This is an optimization exercise on Yosys and OpenROAD, whose aim is small area, not a production implementation. Only simulation tests tie the RTL to the original design; equivalence was not proved. Power figures rest on the tool's default switching activity, not on a simulated workload.

===== config.mk =====
export PLATFORM = sky130hd
export DESIGN_NAME = mnist_pixel_loader
export DESIGN_NICKNAME = mnist_pixel_loader
export VERILOG_FILES = /design/flow/design.v
export SDC_FILE = /design/flow/constraint.sdc
export NUM_CORES = 4
export LEC_CHECK = 0
export CAP_MARGIN = 20
export CORE_MARGIN = 2
export CORE_UTILIZATION = 40
export SLEW_MARGIN = 20

===== constraint.sdc =====
create_clock -name core_clock -period 5.0 [get_ports {clk}]
set_input_delay 1.0000 -clock core_clock [delete_from_list [all_inputs] [get_ports {clk}]]
set_output_delay 1.0000 -clock core_clock [all_outputs]
set_load 0.01 [all_outputs]

===== design.v =====
module mnist_pixel_loader #(
  parameter int NUM_PIXELS = 784,
  parameter int PIX_W      = 8,
  parameter int THRESH     = 128,
  parameter int TIMEOUT    = 20000
) (
  input  logic                  clk,
  input  logic                  rst_n,
  input  logic                  pix_valid,
  output logic                  pix_ready,
  input  logic [PIX_W-1:0]      pix_data,
  input  logic                  pix_last,
  output logic [NUM_PIXELS-1:0] image_bits,
  output logic                  fp_start,
  input  logic                  fp_done,
  output logic                  busy,
  output logic                  frame_err,
  output logic                  fp_timeout,
  output logic [15:0]           frame_count
);
  localparam int CNT_W = (NUM_PIXELS > 1) ? $clog2(NUM_PIXELS) : 1;
  localparam int WD_W  = (TIMEOUT > 1) ? $clog2(TIMEOUT) : 1;
  localparam logic [CNT_W-1:0] LAST_IDX = CNT_W'(NUM_PIXELS - 1);
  localparam logic [WD_W-1:0]  WD_LIMIT = (TIMEOUT > 0) ? WD_W'(TIMEOUT - 1) : '0;
  localparam logic [PIX_W-1:0] THR      = PIX_W'(THRESH);
  typedef enum logic [1:0] {
    S_FILL,
    S_DROP,
    S_LAUNCH,
    S_WAIT_DONE
  } state_t;
  state_t                  state_q, state_d;
  logic [CNT_W-1:0]        cnt_q, cnt_d;
  logic [WD_W-1:0]         wd_q, wd_d;
  logic [NUM_PIXELS-1:0]   image_q, image_d;
  logic [15:0]             frame_count_q, frame_count_d;
  logic                    pix_ready_q, pix_ready_d;
  logic                    busy_q, busy_d;
  logic                    fp_start_q, fp_start_d;
  logic                    frame_err_q, frame_err_d;
  logic                    fp_timeout_q, fp_timeout_d;
  logic                    xfer;
  assign xfer = pix_valid & pix_ready_q;
  always_comb begin
    state_d       = state_q;
    cnt_d         = cnt_q;
    wd_d          = wd_q;
    image_d       = image_q;
    frame_count_d = frame_count_q;
    frame_err_d   = 1'b0;
    fp_timeout_d  = 1'b0;
    unique case (state_q)
      S_FILL: begin
        if (xfer) begin
          image_d[cnt_q] = (pix_data >= THR);
          if (pix_last) begin
            cnt_d = '0;
            if (cnt_q == LAST_IDX) begin
              state_d = S_LAUNCH;
              wd_d    = '0;
            end else begin
              frame_err_d = 1'b1;
            end
          end else if (cnt_q == LAST_IDX) begin
            frame_err_d = 1'b1;
            cnt_d       = '0;
            state_d     = S_DROP;
          end else begin
            cnt_d = cnt_q + 1'b1;
          end
        end
      end
      S_DROP: begin
        if (xfer && pix_last) begin
          state_d = S_FILL;
          cnt_d   = '0;
        end
      end
      S_LAUNCH: begin
        state_d = S_WAIT_DONE;
        if (TIMEOUT != 0) begin
          wd_d = wd_q + 1'b1;
        end
      end
      S_WAIT_DONE: begin
        if (fp_done) begin
          frame_count_d = frame_count_q + 16'd1;
          state_d       = S_FILL;
        end else if ((TIMEOUT != 0) && (wd_q >= WD_LIMIT)) begin
          fp_timeout_d = 1'b1;
          state_d      = S_FILL;
        end else if (TIMEOUT != 0) begin
          wd_d = wd_q + 1'b1;
        end
      end
      default: begin
        state_d = S_FILL;
        cnt_d   = '0;
      end
    endcase
    pix_ready_d = (state_d == S_FILL) || (state_d == S_DROP);
    busy_d      = (state_d != S_FILL);
    fp_start_d  = (state_d == S_LAUNCH);
  end
  always_ff @(posedge clk or negedge rst_n) begin
    if (!rst_n) begin
      state_q       <= S_FILL;
      cnt_q         <= '0;
      wd_q          <= '0;
      image_q       <= '0;
      frame_count_q <= '0;
      pix_ready_q   <= 1'b1;
      busy_q        <= 1'b0;
      fp_start_q    <= 1'b0;
      frame_err_q   <= 1'b0;
      fp_timeout_q  <= 1'b0;
    end else begin
      state_q       <= state_d;
      cnt_q         <= cnt_d;
      wd_q          <= wd_d;
      image_q       <= image_d;
      frame_count_q <= frame_count_d;
      pix_ready_q   <= pix_ready_d;
      busy_q        <= busy_d;
      fp_start_q    <= fp_start_d;
      frame_err_q   <= frame_err_d;
      fp_timeout_q  <= fp_timeout_d;
    end
  end
  assign pix_ready   = pix_ready_q;
  assign image_bits  = image_q;
  assign fp_start    = fp_start_q;
  assign busy        = busy_q;
  assign frame_err   = frame_err_q;
  assign fp_timeout  = fp_timeout_q;
  assign frame_count = frame_count_q;
endmodule

===== run.sh =====
#!/bin/bash
# synth_recipe.tcl (not shown) runs the flow's synth.tcl, then flattens the netlist and writes it again
# the make line also repeats each setting of config.mk as NAME=value (left out here)
make -C /OpenROAD-flow-scripts/flow DESIGN_CONFIG=/design/flow/config.mk WORK_HOME=/design/flow/orfs CLKGATE_MAP_FILE= SYNTH_SCRIPT=/design/flow/synth_recipe.tcl finish

==> impl_metrics.yaml <==
outcome:
  outcome: "finished clean"
timing:
  slew_violations: 0
  grt_setup_unrepaired: "false"
  worst_pin_slew_ns: 1.19
  setup_viol: 0
  layout_worst_path_cycle_share: 0.829
  fmaxAchievable_mhz: 241
  period_needed_ns: 4.15
  hold_viol_final: 0
  slew_headroom: 0.201
  setup_tns_ns: 0
  skew_ns: 0.0228
synth:
  synth_top_cell_area_share: 0.576
  syn_area_mm2: 0.0361
  synth_area_per_cell_um2: 11.3
  synthFlopType: "dfrtp_1"
  syn-num-nets: 3210
  seq_area_frac_synth: 0.577
  synth_cell_types: 78
  yosys_warnings: 1
  ys_async_sr_fraction: 1.00
  synth_largest_area_cell: "dfrtp_1"
  synth_seq_cells: 832
  synth_area_leaders: "dfrtp_1, o31ai_1, o21ai_0, mux2_2, o41ai_1"
  synth_cells: 3190
  synth_edf_count: 0
pwr:
  p_sw_mw: 5.01
  p_leak_nw: 19.4
  p_sw_frac: 0.299
  design_power_total_mw: 16.8
  p_seq_frac: 0.428
  p_per_area_mw_per_mm2: 348
  intPower_mw: 11.7
  p_clk_frac: 0.409
  irDropWorstVdd_mv: 0.284
  p_comb_frac: 0.164
clocking:
  clkLatencyLatePin_ns: 0.67
  clock-root-buffer: "clkbuf_16"
  cts_tree: "done"
  cts_resized: 0
  cts.sinks: 832
  cts_setup_buffers: 0
  cts_made_buffers: 91
  ctsHoldBuffers: 0
  clkTransAtPathRegs_ns: 0.06
  cts-htree-levels: 3
  clock_path_buffers: 3
cells_and_area:
  fin_util: 0.537
  nNetsFinal: 3833
  syn2layout_area_growth_pct: 33.6
  drive_gt1_frac: 0.138
  nFillCells: 7882
die:
  io_pins: 818
  fp.dieArea_mm2: 0.0926
  die_width_um: 304
  core-area_mm2: 0.0897
  start_util: 0.402
  die_h_um: 304
  core.rowCount: 110
setup_path:
  slowest_delay_ns: 0.71
  critPathCaptureType: "flop"
  path_max_fanout: 15
  cp_slowest_cell: "o32ai_4"
  arrival_ns: 4.67
  cp-start-kind: "flop"
  crit_chain: "inv_1 -> ha_1 -> o21ai_0 -> o32ai_4 -> o2111ai_2 -> nor4_1 -> mux2_2"
  worstPathRequired_ns: 5.53
  cp_top_family: "compound AO/OA/AOI/OAI gates"
  cp_num_buf_inv: 1
  path_class: "flop to flop"
placed_design:
  gp_congestion: 0.876
  io_buffers: 810
  hpwl_um: 105000
grt:
  antenna_found_initial: 1
  track_usage: 0.339
  grt_pass1_wl_um: 233000
  grt_pass1_vias: 31000
  use_met3: 0.103
  met1_usage: 0.441
  grt_overflow: 0
  use_met2: 0.529
  grt_start_max_net_pins: 108
  busiest_layer: "met2"
worst_hold_path:
  min_path_type: "input port to asynchronous set/reset pin"
job:
  cap_violations: 0
routing:
  drt_first_pass_iters: 5
  drtIter0Drc: 3065
  vias: 31500
  drc: 0
  wl_um: 160000
  routedWlPerCell_um: 31.7
  postRouteAntennaNets: 0
  viasPerCell: 6.23
-- synth_stat cells (all sizes together) (2+ instances only) --
master	n
mux2i	5
ha	7
mux2	197
xor2	8
buf	207
o21a	4
clkbuf	194
a211oi	4
o21ai	637
o211ai	4
a21oi	11
and2	11
xnor2	16
and3b	2
nand3	23
or4	3
inv	10
o22ai	3
or3	18
o31ai	484
and3	10
nand4	4
nor3b	2
nand2	64
or3b	3
nor4	80
nor2	27
nand2b	5
o311ai	4
o41ai	109
o32ai	4
o32a	3
nor3	140
nand3b	2
nor2b	4
o2111ai	2
a31oi	7
or2	26
and4	2
dfrtp	831
-- state kept, by name (all words and copies together), names as in the netlist --
| signal | flops |
|---|---|
| wd_q | 15 |
| fp_start_q | 1 |
| image_q | 784 |
| state_q | 2 |
| fp_timeout_q | 1 |
| frame_err_q | 1 |
| busy_q | 1 |
| pix_ready_q | 1 |
| frame_count_q | 16 |
| cnt_q | 10 |
-- metrics by stage --
step | setup slack, ns | area (µm²) | std cells | hold slack (ns)
after global routing | 0.608 | 48200 | 5057 | 0.434
after CTS | 0.873 | 48200 | 5057 | 0.400
after global placement | 0.682 | 45200 | 4896 | 0.467
after floorplan | 2.16 | 36100 | 3190 | 0.448
final | 0.854 | 48200 | 5058 | 0.411
after detailed placement | 0.935 | 45200 | 4896 | 0.470
-- final timing paths --
check | start | endpoint | slack, ns | depth (start not counted)
min in group core_clock | frame_count_q[15]$_DFFE_PN0P_ | frame_count_q[15]$_DFFE_PN0P_ | 0.49 | 1
hold reg to reg | frame_count_q[15]$_DFFE_PN0P_ | frame_count_q[15]$_DFFE_PN0P_ | 0.49 | 1
setup reg to reg | cnt_q[1]$_DFFE_PN0P_ | image_q[232]$_DFFE_PN0P_ | 0.85 | 7
setup / recovery | cnt_q[1]$_DFFE_PN0P_ | image_q[232]$_DFFE_PN0P_ | 0.85 | 7
max in group asynchronous | rst_n | image_q[223]$_DFFE_PN0P_ | 3.37 | 2
hold / removal | rst_n | image_q[397]$_DFFE_PN0P_ | 0.41 | 1
-- power by group through the flow --
stage	logic, mW	registers [mW]	clock network [mW]
2_1_floorplan	1.20	7.37	0
3_3_place_gp	2.71	7.27	0
3_5_place_dp	2.72	7.28	0
4_1_cts	2.73	7.16	6.93
5_1_grt	2.89	7.19	7.20
6_report	2.74	7.16	6.85
-- worst register-to-register path, cell delays in order (launching register included) --
cell and delay [ns]:
dfrtp_1 0.50, inv_1 0.16, ha_1 0.50, o21ai_0 0.53, o32ai_4 0.71, o2111ai_2 0.71
nor4_1 0.54, mux2_2 0.38
-- logic make-up (layout without fill, tap and decap cells) --
logic type,count (synthesis),in the layout,synth area share
muxes,202,202,0.0629
buffers and inverters,411,1102,0.0556
other,0,1,0
xor gates and xnor gates,24,24,0.00604
adders and majority gates,7,7,0.00243
AOI/OAI and AO/OA,1284,1284,0.229
and+or+nand+nor,430,430,0.0673
DFF,832,832,0.577
-- layer usage --
layer,up-vias,share of wire
met5,-,0
met4,0,0.045
met3,318,0.099
met2,1670,0.46
met1,16200,0.40
li1,13300,-
-- layout by cell type (no fill, tap or decap), types with 5 or more instances in the layout --
| master | count |
|---|---|
| a21oi_1 | 11 |
| a31oi_1 | 6 |
| and2_0 | 6 |
| and2_1 | 5 |
| and3_1 | 10 |
| buf_12 | 9 |
| buf_4 | 113 |
| clkbuf_1 | 23 |
| clkbuf_16 | 93 |
| clkbuf_8 | 20 |
| clkdlybuf4s50_1 | 808 |
| clkinv_2 | 15 |
| dfrtp_1 | 831 |
| ha_1 | 7 |
| inv_1 | 10 |
| mux2_1 | 17 |
| mux2_2 | 180 |
| nand2_1 | 52 |
| nand2_2 | 12 |
| nand2b_1 | 5 |
| nand3_1 | 22 |
| nor2_1 | 25 |
| nor3_1 | 134 |
| nor4_1 | 70 |
| nor4_2 | 9 |
| o21ai_0 | 447 |
| o21ai_1 | 167 |
| o21ai_4 | 20 |
| o31ai_1 | 484 |
| o41ai_1 | 108 |
| or2_1 | 16 |
| or2_2 | 9 |
| or3_1 | 15 |
| xnor2_1 | 16 |
| xor2_1 | 7 |
-- area by class of cell --
class / count / area [µm²] / share of cell area
Tap cell: 1176 / 1470 / 0.0305
Clock buffer: 136 / 2690 / 0.0558
Clock inverter: 25 / 309 / 0.00641
Timing Repair Buffer: 931 / 9130 / 0.189
Sequential cell: 832 / 20800 / 0.432
Multi-Input combinational cell: 1947 / 13700 / 0.285
Inverter: 10 / 37.5 / 0.000779
Antenna cell: 1 / 2.50 / 0.0000519

[static timing again, ports no longer ideal]
How much do the figures lean on ideal ports? The routed layout below was timed once more, with nothing changed but the port constraints.
Step 1, drivers: a clkbuf_16 drives clk and a buf_2 each remaining input, both assumed.
Step 2 also shifts input and output timing later by t, the mid clock arrival at the registers, as if the neighbouring blocks saw the same clock.
Three values: ideal, step 1, step 2; two values: the first two.
t (ns): 0.712
slack for setup (ns): 0.854 / 0.854 / 0.854
worst hold slack (ns): 0.411 / 0.396 / 0.486
latest minus earliest clock arrival (ns): 0.035 / 0.035
After both steps setup and hold are still met in this run. For this run, drivers alone change the setup slack by 0.000 ns; drivers and shift together by 0.000 ns.
